This design comes from an exercise in tuning for small area on the open sky130 flow, not from production work.
Function was checked by simulation only, so behaviour that the tests miss may differ from the original.

==> flow/design.v, too long to show whole: its modules and the start of the top module <==
// module add_rca: 15 lines
// module add_bk: 33 lines
// module add_sk: 26 lines
// module pan_tilt_top: 891 lines
module pan_tilt_top (
	input  logic clk,
	input  logic reset,
	input  logic in_valid,
	input  logic [11:0] x_com,
	input  logic [11:0] y_com,
	input  logic [11:0] x_light,
	input  logic [11:0] y_light,
	input  logic [11:0] height,
	output logic out_valid,
	output logic [7:0] pan,
	output logic [7:0] tilt
);
  // ...
==> flow/flow/run.sh <==
#!/bin/bash
set -euo pipefail
bash standard.sh ADDER_MAP_FILE= finish > flow_make.log 2>&1
==> flow/standard.sh <==
#!/bin/bash
# synth_recipe.tcl (not shown) runs the flow's synth.tcl, then flattens the netlist and writes it again
# the make line also repeats each setting of config.mk as NAME=value (left out here)
make -C /OpenROAD-flow-scripts/flow DESIGN_CONFIG=/design/flow/config.mk WORK_HOME=/design/flow/orfs CLKGATE_MAP_FILE= SYNTH_SCRIPT=/design/flow/synth_recipe.tcl "${@:-finish}"
==> flow/config.mk <==
export PLATFORM = sky130hd
export DESIGN_NAME = pan_tilt_top
export DESIGN_NICKNAME = pan_tilt_top
export VERILOG_FILES = /design/flow/design.v
export SDC_FILE = /design/flow/constraint.sdc
export NUM_CORES = 4
export LEC_CHECK = 0
export ABC_AREA = 1
export CAP_MARGIN = 20
export CORE_MARGIN = 2
export CORE_UTILIZATION = 40
export CTS_CLUSTER_DIAMETER = 100
export CTS_CLUSTER_SIZE = 24
export SLEW_MARGIN = 20
==> flow/constraint.sdc <==
create_clock -name core_clock -period 5.0 [get_ports {clk}]
set_input_delay 1.0000 -clock core_clock [delete_from_list [all_inputs] [get_ports {clk}]]
set_output_delay 1.0000 -clock core_clock [all_outputs]
set_load 0.01 [all_outputs]
==> results.sh, run 1 <==
export IMPL_rsz0062_at_grt="yes"
export IMPL_design_area_sq_mm=0.03679
export IMPL_max_stage_delay_ns=0.38
export IMPL_synthMuxAreaShare_pct=0.09403
export IMPL_crit_top_cell="nor2_4"
export IMPL_num_nonclk_inverters=791
export IMPL_post_place_cells=6162
export IMPL_grt_max_degree=25
export IMPL_rows=105
export IMPL_r2r_cells=29
export IMPL_synth_edf_count=0
export IMPL_multi_input_area_share_pct=55.53
export IMPL_cts_hold_buf=0
export IMPL_slowest_stage="dfxtp_4"
export IMPL_critical_path_top_delay_family="simple AND/OR/NAND/NOR gates"
export IMPL_synth_largest_area_cell="dfxtp_1"
export IMPL_multiInputGateArea_sq_mm=0.02043
export IMPL_grt_overflow_total=0
export IMPL_arrival_ns=3.84
export IMPL_num_multi_input_gates=3689
export IMPL_worst_path_stages=25
export IMPL_async_flop_share_pct=0
export IMPL_cts_sinks=490
export IMPL_ys_seq_area_share_pct=29.49
export IMPL_grt_pass1_wl_microns=114400
export IMPL_yosys_area_top_type_share_pct=29.49
export IMPL_fin_skew_ns=0.01808
export IMPL_num_tap_cells=1070
export IMPL_ys_flop_type="dfxtp_1"
export IMPL_setup_viol=0
export IMPL_crit_type="reg -> out"
export IMPL_grt_pass1_vias=25770
export IMPL_use_met2_pct=29.01
export IMPL_ioPinCount=80
export IMPL_outcome="complete, no violations"
export IMPL_flops_and_latches=490
export IMPL_min_path_type="reg -> reg"
export IMPL_dp_slack_ns=-0.1821
export IMPL_largest_class="multi-input combinational cells"
export IMPL_finalNonFillerCells=6234
==> inputs of run 2 (changes only) <==
--- a/flow/design.v
+++ b/flow/design.v
@@ -409,16 +409,21 @@
 	logic [0:0] tb7_r11;
 	logic [0:0] tb8_r11;
 	logic [7:0] ty9_r11;
 	logic [2:0] ta9_r11;
 	logic [5:0] tXh9_r11;
 	logic [0:0] tXa9_r11;
 	logic [2:0] tXl9_r11;
 	logic [14:0] tX_s11;
+	logic [0:0] tb9_s11;
+	logic [6:0] ty10_s11;
+	logic [2:0] ta10_s11;
+	logic tc9_s11;
+	logic [3:0] tlo9_s11;
 	logic [15:0] tpart_s11;
 	logic tpcsa_s11_1, tpcsa_s11_2;
 	logic tpcsa_s11_3, tpcsa_s11_4;
 	logic tpcsa_s11_5, tpcsa_s11_6;
 	logic tpcsa_s11_7, tpcsa_s11_8;
 	logic tpcsa_s11_9, tpcsa_s11_10;
 	logic tpcsa_s11_11, tpcsa_s11_12;
 	logic tpcsa_s11_13, tpcsa_s11_14;
@@ -438,52 +443,48 @@
 	logic tpcsa_s11_41, tpcsa_s11_42;
 	logic tpcsa_s11_43, tpcsa_s11_44;
 	logic tpcsa_s11_45, tpcsa_s11_46;
 	logic tpcsa_s11_47, tpcsa_s11_48;
 	logic tpcsa_s11_49, tpcsa_s11_50;
 	logic tpcsa_s11_51, tpcsa_s11_52;
 	logic tpcsa_s11_53, tpcsa_s11_54;
 	logic tpcsa_s11_55, tpcsa_s11_56;
-	logic [15:0] tpcsa_s11_57, tpcsa_s11_58, tpcsa_s11_59;
-	logic [0:0] tb9_s11;
-	logic [6:0] ty10_s11;
-	logic [2:0] ta10_s11;
-	logic tc9_s11;
-	logic [3:0] tlo9_s11;
+	logic tpcsa_s11_57, tpcsa_s11_58;
+	logic tpcsa_s11_59, tpcsa_s11_60;
+	logic tpcsa_s11_61, tpcsa_s11_62;
+	logic [15:0] tpcsa_s11_63, tpcsa_s11_64, tpcsa_s11_65;
 	logic [0:0] tb10_s11;
 	logic [5:0] ty11_s11;
 	logic [2:0] ta11_s11;
 	logic tc10_s11;
 	logic [3:0] tlo10_s11;
 	logic [0:0] tb11_s11;
 	logic [4:0] ty12_s11;
 	logic [2:0] ta12_s11;
 	logic tc11_s11;
 	logic [3:0] tlo11_s11;
 	logic [0:0] tb12_s11;
 	logic [4:0] ty13_s11;
 	logic tc12_s11;
 	logic [3:0] tlo12_s11;
 	logic [7:0] pan_b_r12;
 	logic [15:0] tpart_r12;
-	logic [0:0] tb9_r12;
 	logic [0:0] tb10_r12;
 	logic [0:0] tb11_r12;
 	logic [0:0] tb12_r12;
 	logic [4:0] ty13_r12;
 	logic [0:0] tb13_s12;
 	logic [7:0] tilt_b_s12;
 	logic tqcsa_s12_1, tqcsa_s12_2;
 	logic tqcsa_s12_3, tqcsa_s12_4;
-	logic tqcsa_s12_5, tqcsa_s12_6;
-	logic [7:0] tqcsa_s12_7, tqcsa_s12_8, tqcsa_s12_9;
-	logic [7:0] tlo_s12;
-	logic [8:0] th1_s12;
-	logic [8:0] thh_s12;
+	logic [6:0] tqcsa_s12_5, tqcsa_s12_6, tqcsa_s12_7;
+	logic [6:0] tlo_s12;
+	logic [9:0] th1_s12;
+	logic [9:0] thh_s12;
 	logic [12:1] vld;
 	add_sk #(.W(13)) u_add1 (.a({1'b0, x_com}), .b({1'b1, ~x_light}), .ci(1'b1), .s(dx_s0));
 	add_sk #(.W(13)) u_add2 (.a({1'b0, y_com}), .b({1'b1, ~y_light}), .ci(1'b1), .s(dy_s0));
 	assign sf_s0 = dx_s0[12];
 	add_sk #(.W(12)) u_add3 (.a((dx_s0[11:0] ^ {12{dx_s0[12]}})), .b(12'd0), .ci(dx_s0[12]), .s(px0_s0));
 	add_sk #(.W(13)) u_add4 (.a((dy_s0 ^ {13{dx_s0[12]}})), .b(13'd0), .ci(dx_s0[12]), .s(py0_s0));
 	assign pb0_s1 = ~py0_r1[12];
 	add_rca #(.W(13)) u_add5 (.a({1'b0, px0_r1}), .b({1'b0, (py0_r1[11:0] ^ {12{py0_r1[12]}})}), .ci(py0_r1[12]), .s(px1_s1));
@@ -766,81 +767,87 @@
 	assign tb8_s10 = ~ty8_s10[8];
 	assign tX_s10 = tx8_s10;
 	assign ta9_s10 = {2'b0, ty8_s10[8]};
 	add_sk #(.W(8)) u_add45 (.a(ty8_s10[7:0]), .b(({1'b0, tx8_s10[14:8]} ^ {8{~ty8_s10[8]}})), .ci(~ty8_s10[8]), .s(ty9_s10));
 	assign tXh9_s10 = tX_s10[14:9];
 	assign tXa9_s10 = &tX_s10[8:3];
 	assign tXl9_s10 = tX_s10[2:0];
 	assign tX_s11 = {tXh9_r11, {6{tXa9_r11}}, tXl9_r11};
+	assign tb9_s11 = ~ty9_r11[7];
+	assign ta10_s11 = ta9_r11 + {2'b0, ty9_r11[7]};
+	assign tlo9_s11 = {1'b0, tX_s11[2:0]} + {1'b0, ta9_r11};
+	assign tc9_s11 = (&tX_s11[8:3]) & tlo9_s11[3];
+	add_sk #(.W(7)) u_add46 (.a(ty9_r11[6:0]), .b(({1'b0, tX_s11[14:9]} ^ {7{~ty9_r11[7]}})), .ci(~(tc9_s11 ^ ty9_r11[7])), .s(ty10_s11));
 	assign tpcsa_s11_1 = tb2_r11 ^ tb3_r11;
 	assign tpcsa_s11_2 = tb2_r11 & tb3_r11;
 	assign tpcsa_s11_3 = tpcsa_s11_1 ^ tb4_r11 ^ tb6_r11;
 	assign tpcsa_s11_4 = (tpcsa_s11_1 & tb4_r11) | (tpcsa_s11_1 & tb6_r11) | (tb4_r11 & tb6_r11);
 	assign tpcsa_s11_5 = tpcsa_s11_2 ^ tb2_r11 ^ tb4_r11;
 	assign tpcsa_s11_6 = (tpcsa_s11_2 & tb2_r11) | (tpcsa_s11_2 & tb4_r11) | (tb2_r11 & tb4_r11);
-	assign tpcsa_s11_7 = tb1_r11 ^ tb2_r11;
-	assign tpcsa_s11_8 = tb1_r11 & tb2_r11;
-	assign tpcsa_s11_9 = tb1_r11 ^ tb2_r11 ^ tb5_r11;
-	assign tpcsa_s11_10 = (tb1_r11 & tb2_r11) | (tb1_r11 & tb5_r11) | (tb2_r11 & tb5_r11);
-	assign tpcsa_s11_11 = tb1_r11 ^ tb2_r11;
-	assign tpcsa_s11_12 = tb1_r11 & tb2_r11;
-	assign tpcsa_s11_13 = tpcsa_s11_3 ^ tb7_r11;
-	assign tpcsa_s11_14 = tpcsa_s11_3 & tb7_r11;
-	assign tpcsa_s11_15 = tpcsa_s11_4 ^ tpcsa_s11_5 ^ tb5_r11;
-	assign tpcsa_s11_16 = (tpcsa_s11_4 & tpcsa_s11_5) | (tpcsa_s11_4 & tb5_r11) | (tpcsa_s11_5 & tb5_r11);
-	assign tpcsa_s11_17 = tpcsa_s11_6 ^ tb1_r11 ^ tb5_r11;
-	assign tpcsa_s11_18 = (tpcsa_s11_6 & tb1_r11) | (tpcsa_s11_6 & tb5_r11) | (tb1_r11 & tb5_r11);
-	assign tpcsa_s11_19 = tb2_r11 ^ tb4_r11 ^ tb8_r11;
-	assign tpcsa_s11_20 = (tb2_r11 & tb4_r11) | (tb2_r11 & tb8_r11) | (tb4_r11 & tb8_r11);
-	assign tpcsa_s11_21 = tb2_r11 ^ tb3_r11 ^ tb7_r11;
-	assign tpcsa_s11_22 = (tb2_r11 & tb3_r11) | (tb2_r11 & tb7_r11) | (tb3_r11 & tb7_r11);
-	assign tpcsa_s11_23 = tpcsa_s11_7 ^ tb6_r11 ^ tb8_r11;
-	assign tpcsa_s11_24 = (tpcsa_s11_7 & tb6_r11) | (tpcsa_s11_7 & tb8_r11) | (tb6_r11 & tb8_r11);
-	assign tpcsa_s11_25 = tpcsa_s11_8 ^ tpcsa_s11_9 ^ tb7_r11;
-	assign tpcsa_s11_26 = (tpcsa_s11_8 & tpcsa_s11_9) | (tpcsa_s11_8 & tb7_r11) | (tpcsa_s11_9 & tb7_r11);
-	assign tpcsa_s11_27 = tpcsa_s11_10 ^ tpcsa_s11_11 ^ tb4_r11;
-	assign tpcsa_s11_28 = (tpcsa_s11_10 & tpcsa_s11_11) | (tpcsa_s11_10 & tb4_r11) | (tpcsa_s11_11 & tb4_r11);
-	assign tpcsa_s11_29 = tpcsa_s11_12 ^ tb2_r11 ^ tb3_r11;
-	assign tpcsa_s11_30 = (tpcsa_s11_12 & tb2_r11) | (tpcsa_s11_12 & tb3_r11) | (tb2_r11 & tb3_r11);
-	assign tpcsa_s11_31 = tpcsa_s11_13 ^ tb8_r11;
-	assign tpcsa_s11_32 = tpcsa_s11_13 & tb8_r11;
-	assign tpcsa_s11_33 = tpcsa_s11_14 ^ tpcsa_s11_15 ^ tb6_r11;
-	assign tpcsa_s11_34 = (tpcsa_s11_14 & tpcsa_s11_15) | (tpcsa_s11_14 & tb6_r11) | (tpcsa_s11_15 & tb6_r11);
-	assign tpcsa_s11_35 = tpcsa_s11_16 ^ tpcsa_s11_17 ^ 1'b1;
-	assign tpcsa_s11_36 = (tpcsa_s11_16 & tpcsa_s11_17) | (tpcsa_s11_16 & 1'b1) | (tpcsa_s11_17 & 1'b1);
-	assign tpcsa_s11_37 = tpcsa_s11_18 ^ tpcsa_s11_19 ^ 1'b1;
-	assign tpcsa_s11_38 = (tpcsa_s11_18 & tpcsa_s11_19) | (tpcsa_s11_18 & 1'b1) | (tpcsa_s11_19 & 1'b1);
-	assign tpcsa_s11_39 = tpcsa_s11_20 ^ tpcsa_s11_21 ^ 1'b1;
-	assign tpcsa_s11_40 = (tpcsa_s11_20 & tpcsa_s11_21) | (tpcsa_s11_20 & 1'b1) | (tpcsa_s11_21 & 1'b1);
+	assign tpcsa_s11_7 = tb1_r11 ^ tb5_r11;
+	assign tpcsa_s11_8 = tb1_r11 & tb5_r11;
+	assign tpcsa_s11_9 = tb2_r11 ^ tb4_r11;
+	assign tpcsa_s11_10 = tb2_r11 & tb4_r11;
+	assign tpcsa_s11_11 = tb2_r11 ^ tb3_r11 ^ tb7_r11;
+	assign tpcsa_s11_12 = (tb2_r11 & tb3_r11) | (tb2_r11 & tb7_r11) | (tb3_r11 & tb7_r11);
+	assign tpcsa_s11_13 = tb1_r11 ^ tb2_r11 ^ tb6_r11;
+	assign tpcsa_s11_14 = (tb1_r11 & tb2_r11) | (tb1_r11 & tb6_r11) | (tb2_r11 & tb6_r11);
+	assign tpcsa_s11_15 = tb1_r11 ^ tb2_r11 ^ tb5_r11;
+	assign tpcsa_s11_16 = (tb1_r11 & tb2_r11) | (tb1_r11 & tb5_r11) | (tb2_r11 & tb5_r11);
+	assign tpcsa_s11_17 = tb1_r11 ^ tb2_r11;
+	assign tpcsa_s11_18 = tb1_r11 & tb2_r11;
+	assign tpcsa_s11_19 = tpcsa_s11_3 ^ tb7_r11;
+	assign tpcsa_s11_20 = tpcsa_s11_3 & tb7_r11;
+	assign tpcsa_s11_21 = tpcsa_s11_4 ^ tpcsa_s11_5 ^ tb5_r11;
+	assign tpcsa_s11_22 = (tpcsa_s11_4 & tpcsa_s11_5) | (tpcsa_s11_4 & tb5_r11) | (tpcsa_s11_5 & tb5_r11);
+	assign tpcsa_s11_23 = tpcsa_s11_6 ^ tpcsa_s11_7 ^ tb9_s11;
+	assign tpcsa_s11_24 = (tpcsa_s11_6 & tpcsa_s11_7) | (tpcsa_s11_6 & tb9_s11) | (tpcsa_s11_7 & tb9_s11);
+	assign tpcsa_s11_25 = tpcsa_s11_8 ^ tpcsa_s11_9 ^ tb8_r11;
+	assign tpcsa_s11_26 = (tpcsa_s11_8 & tpcsa_s11_9) | (tpcsa_s11_8 & tb8_r11) | (tpcsa_s11_9 & tb8_r11);
+	assign tpcsa_s11_27 = tpcsa_s11_10 ^ tpcsa_s11_11 ^ tb9_s11;
+	assign tpcsa_s11_28 = (tpcsa_s11_10 & tpcsa_s11_11) | (tpcsa_s11_10 & tb9_s11) | (tpcsa_s11_11 & tb9_s11);
+	assign tpcsa_s11_29 = tpcsa_s11_12 ^ tpcsa_s11_13 ^ tb8_r11;
+	assign tpcsa_s11_30 = (tpcsa_s11_12 & tpcsa_s11_13) | (tpcsa_s11_12 & tb8_r11) | (tpcsa_s11_13 & tb8_r11);
+	assign tpcsa_s11_31 = tpcsa_s11_14 ^ tpcsa_s11_15 ^ tb7_r11;
+	assign tpcsa_s11_32 = (tpcsa_s11_14 & tpcsa_s11_15) | (tpcsa_s11_14 & tb7_r11) | (tpcsa_s11_15 & tb7_r11);
+	assign tpcsa_s11_33 = tpcsa_s11_16 ^ tpcsa_s11_17 ^ tb4_r11;
+	assign tpcsa_s11_34 = (tpcsa_s11_16 & tpcsa_s11_17) | (tpcsa_s11_16 & tb4_r11) | (tpcsa_s11_17 & tb4_r11);
+	assign tpcsa_s11_35 = tpcsa_s11_18 ^ tb2_r11 ^ tb3_r11;
+	assign tpcsa_s11_36 = (tpcsa_s11_18 & tb2_r11) | (tpcsa_s11_18 & tb3_r11) | (tb2_r11 & tb3_r11);
+	assign tpcsa_s11_37 = tpcsa_s11_19 ^ tb8_r11;
+	assign tpcsa_s11_38 = tpcsa_s11_19 & tb8_r11;
+	assign tpcsa_s11_39 = tpcsa_s11_20 ^ tpcsa_s11_21 ^ tb6_r11;
+	assign tpcsa_s11_40 = (tpcsa_s11_20 & tpcsa_s11_21) | (tpcsa_s11_20 & tb6_r11) | (tpcsa_s11_21 & tb6_r11);
 	assign tpcsa_s11_41 = tpcsa_s11_22 ^ tpcsa_s11_23 ^ 1'b1;
 	assign tpcsa_s11_42 = (tpcsa_s11_22 & tpcsa_s11_23) | (tpcsa_s11_22 & 1'b1) | (tpcsa_s11_23 & 1'b1);
 	assign tpcsa_s11_43 = tpcsa_s11_24 ^ tpcsa_s11_25 ^ 1'b1;
 	assign tpcsa_s11_44 = (tpcsa_s11_24 & tpcsa_s11_25) | (tpcsa_s11_24 & 1'b1) | (tpcsa_s11_25 & 1'b1);
-	assign tpcsa_s11_45 = tpcsa_s11_26 ^ tpcsa_s11_27 ^ tb6_r11;
-	assign tpcsa_s11_46 = (tpcsa_s11_26 & tpcsa_s11_27) | (tpcsa_s11_26 & tb6_r11) | (tpcsa_s11_27 & tb6_r11);
-	assign tpcsa_s11_47 = tpcsa_s11_28 ^ tpcsa_s11_29 ^ tb5_r11;
-	assign tpcsa_s11_48 = (tpcsa_s11_28 & tpcsa_s11_29) | (tpcsa_s11_28 & tb5_r11) | (tpcsa_s11_29 & tb5_r11);
-	assign tpcsa_s11_49 = tpcsa_s11_30 ^ tb1_r11 ^ tb4_r11;
-	assign tpcsa_s11_50 = (tpcsa_s11_30 & tb1_r11) | (tpcsa_s11_30 & tb4_r11) | (tb1_r11 & tb4_r11);
-	assign tpcsa_s11_51 = tb3_r11 ^ 1'b1;
-	assign tpcsa_s11_52 = tb3_r11 & 1'b1;
-	assign tpcsa_s11_53 = tb2_r11 ^ 1'b1;
-	assign tpcsa_s11_54 = tb2_r11 & 1'b1;
-	assign tpcsa_s11_55 = tb1_r11 ^ 1'b1;
-	assign tpcsa_s11_56 = tb1_r11 & 1'b1;
-	assign tpcsa_s11_57 = {1'b1, tpcsa_s11_56, tpcsa_s11_54, tpcsa_s11_52, tpcsa_s11_50, tpcsa_s11_48, tpcsa_s11_46, tpcsa_s11_44, tpcsa_s11_42, tpcsa_s11_40, tpcsa_s11_38, tpcsa_s11_36, tpcsa_s11_34, tpcsa_s11_32, tpcsa_s11_31, 1'b1};
-	assign tpcsa_s11_58 = {1'b0, 1'b1, tpcsa_s11_55, tpcsa_s11_53, tpcsa_s11_51, tpcsa_s11_49, tpcsa_s11_47, tpcsa_s11_45, tpcsa_s11_43, tpcsa_s11_41, tpcsa_s11_39, tpcsa_s11_37, tpcsa_s11_35, tpcsa_s11_33, 1'b1, 1'b0};
-	add_sk #(.W(16)) u_add46 (.a(tpcsa_s11_57), .b(tpcsa_s11_58), .ci(1'b0), .s(tpcsa_s11_59));
-	assign tpart_s11 = tpcsa_s11_59;
-	assign tb9_s11 = ~ty9_r11[7];
-	assign ta10_s11 = ta9_r11 + {2'b0, ty9_r11[7]};
-	assign tlo9_s11 = {1'b0, tX_s11[2:0]} + {1'b0, ta9_r11};
-	assign tc9_s11 = (&tX_s11[8:3]) & tlo9_s11[3];
-	add_sk #(.W(7)) u_add47 (.a(ty9_r11[6:0]), .b(({1'b0, tX_s11[14:9]} ^ {7{~ty9_r11[7]}})), .ci(~(tc9_s11 ^ ty9_r11[7])), .s(ty10_s11));
+	assign tpcsa_s11_45 = tpcsa_s11_26 ^ tpcsa_s11_27 ^ 1'b1;
+	assign tpcsa_s11_46 = (tpcsa_s11_26 & tpcsa_s11_27) | (tpcsa_s11_26 & 1'b1) | (tpcsa_s11_27 & 1'b1);
+	assign tpcsa_s11_47 = tpcsa_s11_28 ^ tpcsa_s11_29 ^ 1'b1;
+	assign tpcsa_s11_48 = (tpcsa_s11_28 & tpcsa_s11_29) | (tpcsa_s11_28 & 1'b1) | (tpcsa_s11_29 & 1'b1);
+	assign tpcsa_s11_49 = tpcsa_s11_30 ^ tpcsa_s11_31 ^ 1'b1;
+	assign tpcsa_s11_50 = (tpcsa_s11_30 & tpcsa_s11_31) | (tpcsa_s11_30 & 1'b1) | (tpcsa_s11_31 & 1'b1);
+	assign tpcsa_s11_51 = tpcsa_s11_32 ^ tpcsa_s11_33 ^ tb6_r11;
+	assign tpcsa_s11_52 = (tpcsa_s11_32 & tpcsa_s11_33) | (tpcsa_s11_32 & tb6_r11) | (tpcsa_s11_33 & tb6_r11);
+	assign tpcsa_s11_53 = tpcsa_s11_34 ^ tpcsa_s11_35 ^ tb5_r11;
+	assign tpcsa_s11_54 = (tpcsa_s11_34 & tpcsa_s11_35) | (tpcsa_s11_34 & tb5_r11) | (tpcsa_s11_35 & tb5_r11);
+	assign tpcsa_s11_55 = tpcsa_s11_36 ^ tb1_r11 ^ tb4_r11;
+	assign tpcsa_s11_56 = (tpcsa_s11_36 & tb1_r11) | (tpcsa_s11_36 & tb4_r11) | (tb1_r11 & tb4_r11);
+	assign tpcsa_s11_57 = tb3_r11 ^ 1'b1;
+	assign tpcsa_s11_58 = tb3_r11 & 1'b1;
+	assign tpcsa_s11_59 = tb2_r11 ^ 1'b1;
+	assign tpcsa_s11_60 = tb2_r11 & 1'b1;
+	assign tpcsa_s11_61 = tb1_r11 ^ 1'b1;
+	assign tpcsa_s11_62 = tb1_r11 & 1'b1;
+	assign tpcsa_s11_63 = {1'b1, tpcsa_s11_62, tpcsa_s11_60, tpcsa_s11_58, tpcsa_s11_56, tpcsa_s11_54, tpcsa_s11_52, tpcsa_s11_50, tpcsa_s11_48, tpcsa_s11_46, tpcsa_s11_44, tpcsa_s11_42, tpcsa_s11_40, tpcsa_s11_38, tpcsa_s11_37, 1'b1};
+	assign tpcsa_s11_64 = {1'b0, 1'b1, tpcsa_s11_61, tpcsa_s11_59, tpcsa_s11_57, tpcsa_s11_55, tpcsa_s11_53, tpcsa_s11_51, tpcsa_s11_49, tpcsa_s11_47, tpcsa_s11_45, tpcsa_s11_43, tpcsa_s11_41, tpcsa_s11_39, 1'b1, 1'b0};
+	add_sk #(.W(16)) u_add47 (.a(tpcsa_s11_63), .b(tpcsa_s11_64), .ci(1'b0), .s(tpcsa_s11_65));
+	assign tpart_s11 = tpcsa_s11_65;
 	assign tb10_s11 = ~ty10_s11[6];
 	assign ta11_s11 = ta10_s11 + {2'b0, ty10_s11[6]};
 	assign tlo10_s11 = {1'b0, tX_s11[2:0]} + {1'b0, ta10_s11};
 	assign tc10_s11 = (&tX_s11[9:3]) & tlo10_s11[3];
 	add_sk #(.W(6)) u_add48 (.a(ty10_s11[5:0]), .b(({1'b0, tX_s11[14:10]} ^ {6{~ty10_s11[6]}})), .ci(~(tc10_s11 ^ ty10_s11[6])), .s(ty11_s11));
 	assign tb11_s11 = ~ty11_s11[5];
 	assign ta12_s11 = ta11_s11 + {2'b0, ty11_s11[5]};
 	assign tlo11_s11 = {1'b0, tX_s11[2:0]} + {1'b0, ta11_s11};
@@ -850,25 +857,23 @@
 	assign tlo12_s11 = {1'b0, tX_s11[2:0]} + {1'b0, ta12_s11};
 	assign tc12_s11 = (&tX_s11[11:3]) & tlo12_s11[3];
 	add_sk #(.W(5)) u_add50 (.a(ty12_s11), .b(({2'b0, tX_s11[14:12]} ^ {5{~ty12_s11[4]}})), .ci(~(tc12_s11 ^ ty12_s11[4])), .s(ty13_s11));
 	assign tb13_s12 = ~ty13_r12[4];
 	assign tqcsa_s12_1 = tb11_r12 ^ tb12_r12;
 	assign tqcsa_s12_2 = tb11_r12 & tb12_r12;
 	assign tqcsa_s12_3 = tb10_r12 ^ tb12_r12;
 	assign tqcsa_s12_4 = tb10_r12 & tb12_r12;
-	assign tqcsa_s12_5 = tb9_r12 ^ tb11_r12;
-	assign tqcsa_s12_6 = tb9_r12 & tb11_r12;
-	assign tqcsa_s12_7 = {1'b0, 1'b0, tb9_r12, tqcsa_s12_6, tqcsa_s12_4, tqcsa_s12_2, tqcsa_s12_1, 1'b0};
-	assign tqcsa_s12_8 = {1'b0, 1'b0, 1'b0, tb10_r12, tqcsa_s12_5, tqcsa_s12_3, tb13_s12, 1'b0};
-	add_sk #(.W(8)) u_add51 (.a(tqcsa_s12_7), .b(tqcsa_s12_8), .ci(1'b0), .s(tqcsa_s12_9));
-	assign tlo_s12 = {1'b0, tpart_r12[6:0]} + tqcsa_s12_9[7:0];
-	assign th1_s12 = tpart_r12[15:7] + 1'b1;
-	assign thh_s12 = tlo_s12[7] ? th1_s12 : tpart_r12[15:7];
-	assign tilt_b_s12 = thh_s12[8] ? 8'd0 : thh_s12[7] ? 8'd255 : {thh_s12[6:0], tlo_s12[6:6]};
+	assign tqcsa_s12_5 = {1'b0, 1'b0, tb10_r12, tqcsa_s12_4, tqcsa_s12_2, tqcsa_s12_1, 1'b0};
+	assign tqcsa_s12_6 = {1'b0, 1'b0, 1'b0, tb11_r12, tqcsa_s12_3, tb13_s12, 1'b0};
+	add_sk #(.W(7)) u_add51 (.a(tqcsa_s12_5), .b(tqcsa_s12_6), .ci(1'b0), .s(tqcsa_s12_7));
+	assign tlo_s12 = {1'b0, tpart_r12[5:0]} + tqcsa_s12_7;
+	assign th1_s12 = tpart_r12[15:6] + 1'b1;
+	assign thh_s12 = tlo_s12[6] ? th1_s12 : tpart_r12[15:6];
+	assign tilt_b_s12 = thh_s12[9] ? 8'd0 : thh_s12[8] ? 8'd255 : thh_s12[7:0];
 	always_ff @(posedge clk) begin
 		if (reset) vld <= '0;
 		else vld <= {vld[11:1], in_valid};
 	end
 	always_ff @(posedge clk) begin
 		height_r1 <= height;
 		sf_r1 <= sf_s0;
 		px0_r1 <= px0_s0;
@@ -977,17 +982,16 @@
 		tb8_r11 <= tb8_s10;
 		ty9_r11 <= ty9_s10;
 		ta9_r11 <= ta9_s10;
 		tXh9_r11 <= tXh9_s10;
 		tXa9_r11 <= tXa9_s10;
 		tXl9_r11 <= tXl9_s10;
 		pan_b_r12 <= pan_b_r11;
 		tpart_r12 <= tpart_s11;
-		tb9_r12 <= tb9_s11;
 		tb10_r12 <= tb10_s11;
 		tb11_r12 <= tb11_s11;
 		tb12_r12 <= tb12_s11;
 		ty13_r12 <= ty13_s11;
 	end
 	assign out_valid = vld[12];
 	assign pan = pan_b_r12;
 	assign tilt = tilt_b_s12;
==> run 2 against run 1 <==
- fmax up 3.2%
- critical path depth down 7
- first-iteration DRC count down 6.3%
- utilization down 0.94 points
- critical path type unchanged
==> results.sh, run 2 <==
export IMPL_outcome="complete, no violations"
export IMPL_ys_top_cells_by_area="dfxtp_1, nand2_1, xor2_1, inv_1, xnor2_1"
export IMPL_finalHoldViolations=0
export IMPL_synth_top_family_by_area="simple AND/OR/NAND/NOR gates"
export IMPL_drive_above_1_share_pct=8.110
export IMPL_yosys_top_cells_count="nand2_1, inv_1, xor2_1"
export IMPL_holdPathEnd="height_r5[7]"
export IMPL_min_from="height_r4[7]"
export IMPL_cts_max_level=1
export IMPL_via_count=27560
export IMPL_r2r_end="py9_r5[5]"
export IMPL_yosysMostFrequentCell="nand2_1"
export IMPL_rr_startpoint="py6_r4[9]"
export IMPL_antenna_found_initial=0
export IMPL_gr_usage_all_layers_pct=15.43
export IMPL_synthCells=5012
export IMPL_arrival_ns=3.69
export IMPL_port_buffer_count=79
export IMPL_fill_cells=8569
export IMPL_wl_per_cell_microns=10.61
export IMPL_die_h_microns=293.1
export IMPL_grt_use_met1_pct=17.83
export IMPL_synthAdderAreaFrac_pct=0.3143
export IMPL_synthMuxAreaShare_pct=0.05988
export IMPL_synth_largest_area_cell="dfxtp_1"
export IMPL_rows=106
export IMPL_insertion_delay_ns=0.63
export IMPL_grt_max_degree=25
export IMPL_fin_nets=5167
export IMPL_ioPinCount=80
export IMPL_synthesis_nets=5075
export IMPL_place_gp_congestion=0.8471
export IMPL_ys_seq_area_share_pct=29.28
export IMPL_cts_path_max_buffers=3
export IMPL_via_per_inst=4.448
export IMPL_cts_sinks=489
export IMPL_ys_flop_type="dfxtp_1"
export IMPL_avgSynthCellArea_sq_um=6.671
export IMPL_clkTransAtPathRegs_ns=0.09
export IMPL_yosysWarningCount=14
export IMPL_setup_viol=0
export IMPL_hold_slack_ns=0.3246
export IMPL_grt_busiest_layer="met2"
export IMPL_endpoint_kind="output pin"
export IMPL_die_area_sq_mm=0.08592
export IMPL_timing_final_crit_share_pct=93.88
export IMPL_worstPathMaxFanout=4
export IMPL_crit_type="reg -> out"
export IMPL_start_util_pct=40.21
export IMPL_max_cap_viol_count=0
export IMPL_r2r_cells=34
export IMPL_final_core_util_pct=43.80
export IMPL_grt_pass1_wl_microns=112900
export IMPL_dp_hpwl_microns=55120
export IMPL_fin_skew_ns=0.04430
export IMPL_drc=0
export IMPL_use_met2_pct=30.37
export IMPL_min_path_type="reg -> reg"
export IMPL_timing_reg2reg_setup_slack_ns=0.58
export IMPL_antenna_left=0
export IMPL_cts_hold_buf=0
export IMPL_worst_pin_slew_ns=0.6075
export IMPL_finalSetupTns_ns=0
export IMPL_critPathRequiredTime_ns=4.00
export IMPL_cts_made_buffers=28
export IMPL_synth_seq_cells=489
export IMPL_grt_overflow_total=0
export IMPL_setup_slack_ns=0.3058
export IMPL_grt_pass1_vias=25450
export IMPL_wl_microns=65770
export IMPL_finalMaxSlewViolations=0
export IMPL_dp_slack_ns=-0.003635
export IMPL_async_flop_share_pct=0
export IMPL_holdPathStages=0
export IMPL_synth_xor_area_share_pct=21.67
export IMPL_critPathLaunchType="flop"
export IMPL_core_sq_mm=0.08316
export IMPL_dieWidth_microns=293.1
export IMPL_synth_edf_count=0
export IMPL_area_growth_pct=8.929
export IMPL_grt_use_met3_pct=1.460
export IMPL_drt_iter0_drc=960
export IMPL_slew_headroom_pct=59.47
export IMPL_yosys_area_top_type_share_pct=29.28
export IMPL_synth_cell_types=72
export IMPL_synth_compound_area_share_pct=5.935
export IMPL_period_minus_slack_ns=4.694
export IMPL_netlist_area_sq_mm=0.03343
export IMPL_layout_common_cells="nand2_1, inv_1, xor2_1"
export IMPL_yosys_area_share_simple_pct=32.70
export IMPL_cts_tree="yes"
export IMPL_fmax_ghz=0.2130
export IMPL_cts_root_buf="clkbuf_16"
export IMPL_dr_pass1_iters=6
export IMPL_antenna_diode_count=0
export IMPL_final_common_cell="nand2_1"
[run 2: cell types whose count changed after synthesis, moves of 6 or more]
cell / change
inv_1: -13
inv_2: +9
o21ai_0: -16
nand3_1: +23
nand3b_1: -6
a21oi_1: +10
nand2_2: +6
nand2_1: -38
[run 2: how the worst max path moves through the flow]
stage / start / cells past startpoint / endpoint / slack, ns
final: ty13_r12[4] / 18 / tilt[3] / 0.31
after global routing: ty13_r12[4] / 19 / tilt[0] / -0.03
after CTS: tb12_r12 / 19 / tilt[0] / 0.17
after detailed placement: x_light[1] / 28 / py0_r1[12] / -0.004
after global placement: x_com[1] / 28 / py0_r1[12] / 0.08
after floorplan: x_light[0] / 28 / px0_r1[11] / 0.67
[run 2: logic make-up after synthesis]
group / count (synthesis)
compound gates: 339
xor+xnor: 813
fa+ha+maj: 10
buf+inv: 839
flops: 489
mux: 2
simple gates: 2520
[run 2: metal layers]
layer	wire, microns	vias to the layer above
met3	1491	66
met2	33560	216
met1	29590	11960
met5	0	-
met4	1132	0
li1	-	15330
[run 2: per-stage QoR]
| stage | cell area (sq um) | instances |
|---|---|---|
| 4_1_cts | 36360 | 6193 |
| 3_3_place_gp | 35400 | 6147 |
| 2_1_floorplan | 33430 | 5012 |
| 6_report | 36420 | 6197 |
| 5_1_grt | 36420 | 6197 |
| 3_5_place_dp | 35400 | 6147 |
[run 2: timing repair]
action	CTS	global route
gates resized for setup	16	17
setup endpoints to repair	7	35
setup buffers	3	4
pin swaps	4	6
[run 2: layout make-up]
type	count	area [sq um]	share of cell area (%)
timing repair buffer	116	1055	2.896
sequential	489	9797	26.90
multi-input combinational	3684	20340	55.84
clock inverter	14	212.7	0.5840
clock buffer	29	714.4	1.962
tap	1080	1351	3.710
inverter	785	2952	8.104
[run 2: worst max-delay path: stages (launching register included)]
cell           delay [ns]
dfxtp_1              0.36
inv_1                0.08
o211ai_1             0.22
nand2_1              0.11
a21oi_2              0.16
nor2_1               0.07
a2111oi_2            0.33
or2_4                0.17
and3_4               0.19
nand2_1              0.09
nor2_2               0.12
and3_4               0.20
nand2_1              0.08
nor2_2               0.16
nand2_2              0.09
buf_4                0.16
a21oi_1              0.15
nor2_1               0.06
dlygate4sd2_1        0.27
==> inputs of run 3 (changes only) <==
--- a/flow/config.mk
+++ b/flow/config.mk
@@ -10,5 +10,5 @@
 export CORE_MARGIN = 2
 export CORE_UTILIZATION = 40
-export CTS_CLUSTER_DIAMETER = 100
-export CTS_CLUSTER_SIZE = 24
+export CTS_CLUSTER_DIAMETER = 120
+export CTS_CLUSTER_SIZE = 30
 export SLEW_MARGIN = 20
==> run 3 against run 2 <==
- final area is 0.83% lower
- final cell count is 0.29% lower
- highest routed layer unchanged
- non-clock buffer count is 4 lower
- utilization is 0.37 points lower
- worst hold slack hardly changed
==> results.sh, run 3 <==
export IMPL_outcome="complete, no violations"
export IMPL_setup_slack_ns=0.3451
export IMPL_hold_slack_ns=0.3250
export IMPL_critical_path_top_delay_family="simple AND/OR/NAND/NOR gates"
export IMPL_die_area_sq_mm=0.08592
export IMPL_port_buffer_count=79
export IMPL_layout_common_cells="nand2_1, inv_1, xor2_1"
export IMPL_area_growth_pct=8.020
export IMPL_finalMaxSlewViolations=0
export IMPL_fin_nets=5156
export IMPL_synth_largest_area_cell="dfxtp_1"
export IMPL_yosys_area_share_simple_pct=32.70
export IMPL_via_count=27430
export IMPL_die_h_microns=293.1
export IMPL_grt_overflow_total=0
export IMPL_cts_sinks=489
export IMPL_crit_type="reg -> out"
export IMPL_post_place_cells=6147
export IMPL_slew_headroom_pct=59.56
export IMPL_final_common_cell="nand2_1"
export IMPL_antenna_left=0
export IMPL_wl_microns=65540
export IMPL_dieWidth_microns=293.1
export IMPL_endpoint_kind="output pin"
export IMPL_cts_root_buf="clkbuf_16"
export IMPL_regArea_sq_mm=0.009797
export IMPL_via_per_inst=4.440
export IMPL_dp_hpwl_microns=55120
export IMPL_antenna_diode_count=0
export IMPL_max_stage_delay_ns=0.35
export IMPL_finalSetupTns_ns=0
export IMPL_dp_slack_ns=-0.003635
export IMPL_critPathLaunchType="flop"
export IMPL_cts_tree="yes"
export IMPL_synth_cell_types=72
export IMPL_antenna_found_initial=0
export IMPL_design_area_sq_mm=0.03612
export IMPL_wl_per_cell_microns=10.61
export IMPL_grt_pass1_wl_microns=112700
export IMPL_timing_final_crit_share_pct=93.10
export IMPL_slowest_stage="dfxtp_2"
export IMPL_yosys_area_top_type_share_pct=29.28
export IMPL_core_sq_mm=0.08316
export IMPL_cts_made_buffers=21
export IMPL_final_core_util_pct=43.43
export IMPL_multiInputGateArea_sq_mm=0.02034
export IMPL_crit_chain="nand2_1, inv_1, nor2_1, xor2_1, a31oi_1, o21a_1, a2111oi_2, or2_4, and3_4, nand2_1, nor2_2, and3_4, nand2_1, nor2_2, nand2_2, xor2_1, inv_2, nor2_1, dlygate4sd2_1"
export IMPL_gr_usage_all_layers_pct=15.40
export IMPL_yosysMostFrequentCell="nand2_1"
export IMPL_ys_flop_type="dfxtp_1"
export IMPL_min_path_type="reg -> reg"
export IMPL_critPathRequiredTime_ns=4.00
export IMPL_fmax_ghz=0.2148
export IMPL_period_minus_slack_ns=4.655
export IMPL_crit_top_cell="nand2_1"
export IMPL_worstPathMaxFanout=7
export IMPL_arrival_ns=3.65
export IMPL_ioPinCount=80
export IMPL_synthesis_nets=5075
export IMPL_start_util_pct=40.21
export IMPL_ys_seq_area_share_pct=29.28
export IMPL_drive_above_1_share_pct=7.747
export IMPL_grt_pass1_vias=25380
export IMPL_synthMuxAreaShare_pct=0.05988
export IMPL_cts_max_level=1
export IMPL_cts_path_max_buffers=3
export IMPL_avgSynthCellArea_sq_um=6.671
export IMPL_place_gp_congestion=0.8471
export IMPL_drt_iter0_drc=1043
export IMPL_insertion_delay_ns=0.58
export IMPL_async_flop_share_pct=0
export IMPL_synth_compound_area_share_pct=5.935
export IMPL_rows=106
export IMPL_yosysWarningCount=14
export IMPL_placed_area_sq_mm=0.03540
export IMPL_grt_max_degree=31
export IMPL_fin_skew_ns=0.02475
export IMPL_netlist_area_sq_mm=0.03343
export IMPL_ys_top_cells_by_area="dfxtp_1, nand2_1, xor2_1, inv_1, xnor2_1"
export IMPL_synth_seq_cells=489
export IMPL_yosys_top_cells_count="nand2_1, inv_1, xor2_1"
export IMPL_finalHoldViolations=0
export IMPL_max_cap_viol_count=0
export IMPL_synth_top_family_by_area="simple AND/OR/NAND/NOR gates"
export IMPL_synth_edf_count=0
export IMPL_clkTransAtPathRegs_ns=0.12
export IMPL_synth_xor_area_share_pct=21.67
export IMPL_synthAdderAreaFrac_pct=0.3143
export IMPL_cp_num_buf_inv=3
export IMPL_finalNonFillerCells=6179
export IMPL_synthCells=5012
export IMPL_dr_pass1_iters=5
export IMPL_setup_viol=0
export IMPL_cts_hold_buf=0
export IMPL_worst_pin_slew_ns=0.6061
export IMPL_drc=0
export IMPL_fill_cells=8580
-- run 3: cell families (layout without fill, tap and decap cells) --
family                     Yosys count  after routing
xor gates and xnor gates           813            813
muxes                                2              2
buffers and inverters              839            926
and+or+nand+nor                   2520           2520
AOI/OAI and AO/OA                  339            339
DFF                                489            489
adders and majority gates           10             10
-- run 3: path summary, 6_finish.rpt --
path / startpoint / endpoint / slack, ns / depth (start not counted)
worst min register to register: tb2_r9 / tb2_r10 / 0.33 / 0
worst min-delay path: tb2_r9 / tb2_r10 / 0.33 / 0
worst max-delay path: tb11_r12 / tilt[5] / 0.35 / 19
worst max register to register: py6_r4[9] / py9_r5[5] / 0.57 / 34
-- run 3: per-layer routing --
layer	global-route usage, %	up-vias	part of all wire [%]
li1	-	15300	-
met1	17.84	11890	45
met2	30.48	200	51
met3	1.286	49	2.2
met4	3.014	0	1.5
met5	0	-	0
-- run 3: timing repair --
item,CTS,global route
setup buffers,3,0
setup endpoints to repair,7,32
resized for setup,16,13
pin swaps,4,0
-- run 3: final cells by class --
cell class / count / area share, %
Clock buffer: 23 / 1.531
Clock inverter: 6 / 0.2564
Inverter: 785 / 8.173
Multi-Input combinational cell: 3684 / 56.33
Sequential cell: 489 / 27.13
Tap cell: 1080 / 3.742
Timing Repair Buffer: 112 / 2.841

==> afterwards: timing with drivers on the ports <==
The results above use ideal ports. As a check the final layouts listed here were re-extracted and re-timed, cells and wires unchanged. Step 1: set_driving_cell puts a clkbuf_16 on clk and a buf_2 on each other input, an assumption about the parent block. Step 2 also shifts input and output timing later by t, the mid clock arrival at the registers, as if the neighbouring blocks saw the same clock. a / b / c = no drivers / after step 1 / after step 2; a / b = the first two.
| run | t (ns) | setup WS [ns] | latest minus earliest clock arrival (ns) | slew at the worst register clock pin (ns) | worst slew at a driven data input, ns |
|---|---|---|---|---|---|
| run 1 | 0.658 | 0.157 / 0.095 / 0.008 | 0.019 / 0.020 | 0.09 / 0.09 | 0.05 |
| run 2 | 0.666 | 0.306 / 0.245 / 0.012 | 0.049 / 0.049 | 0.10 / 0.10 | 0.05 |
| run 3 | 0.631 | 0.345 / 0.281 / 0.074 | 0.028 / 0.029 | 0.12 / 0.12 | 0.05 |
After both steps every run listed still meets setup and hold. For run 2, which loses most, drivers alone change the setup slack by -0.061 ns; drivers and shift together by -0.294 ns.
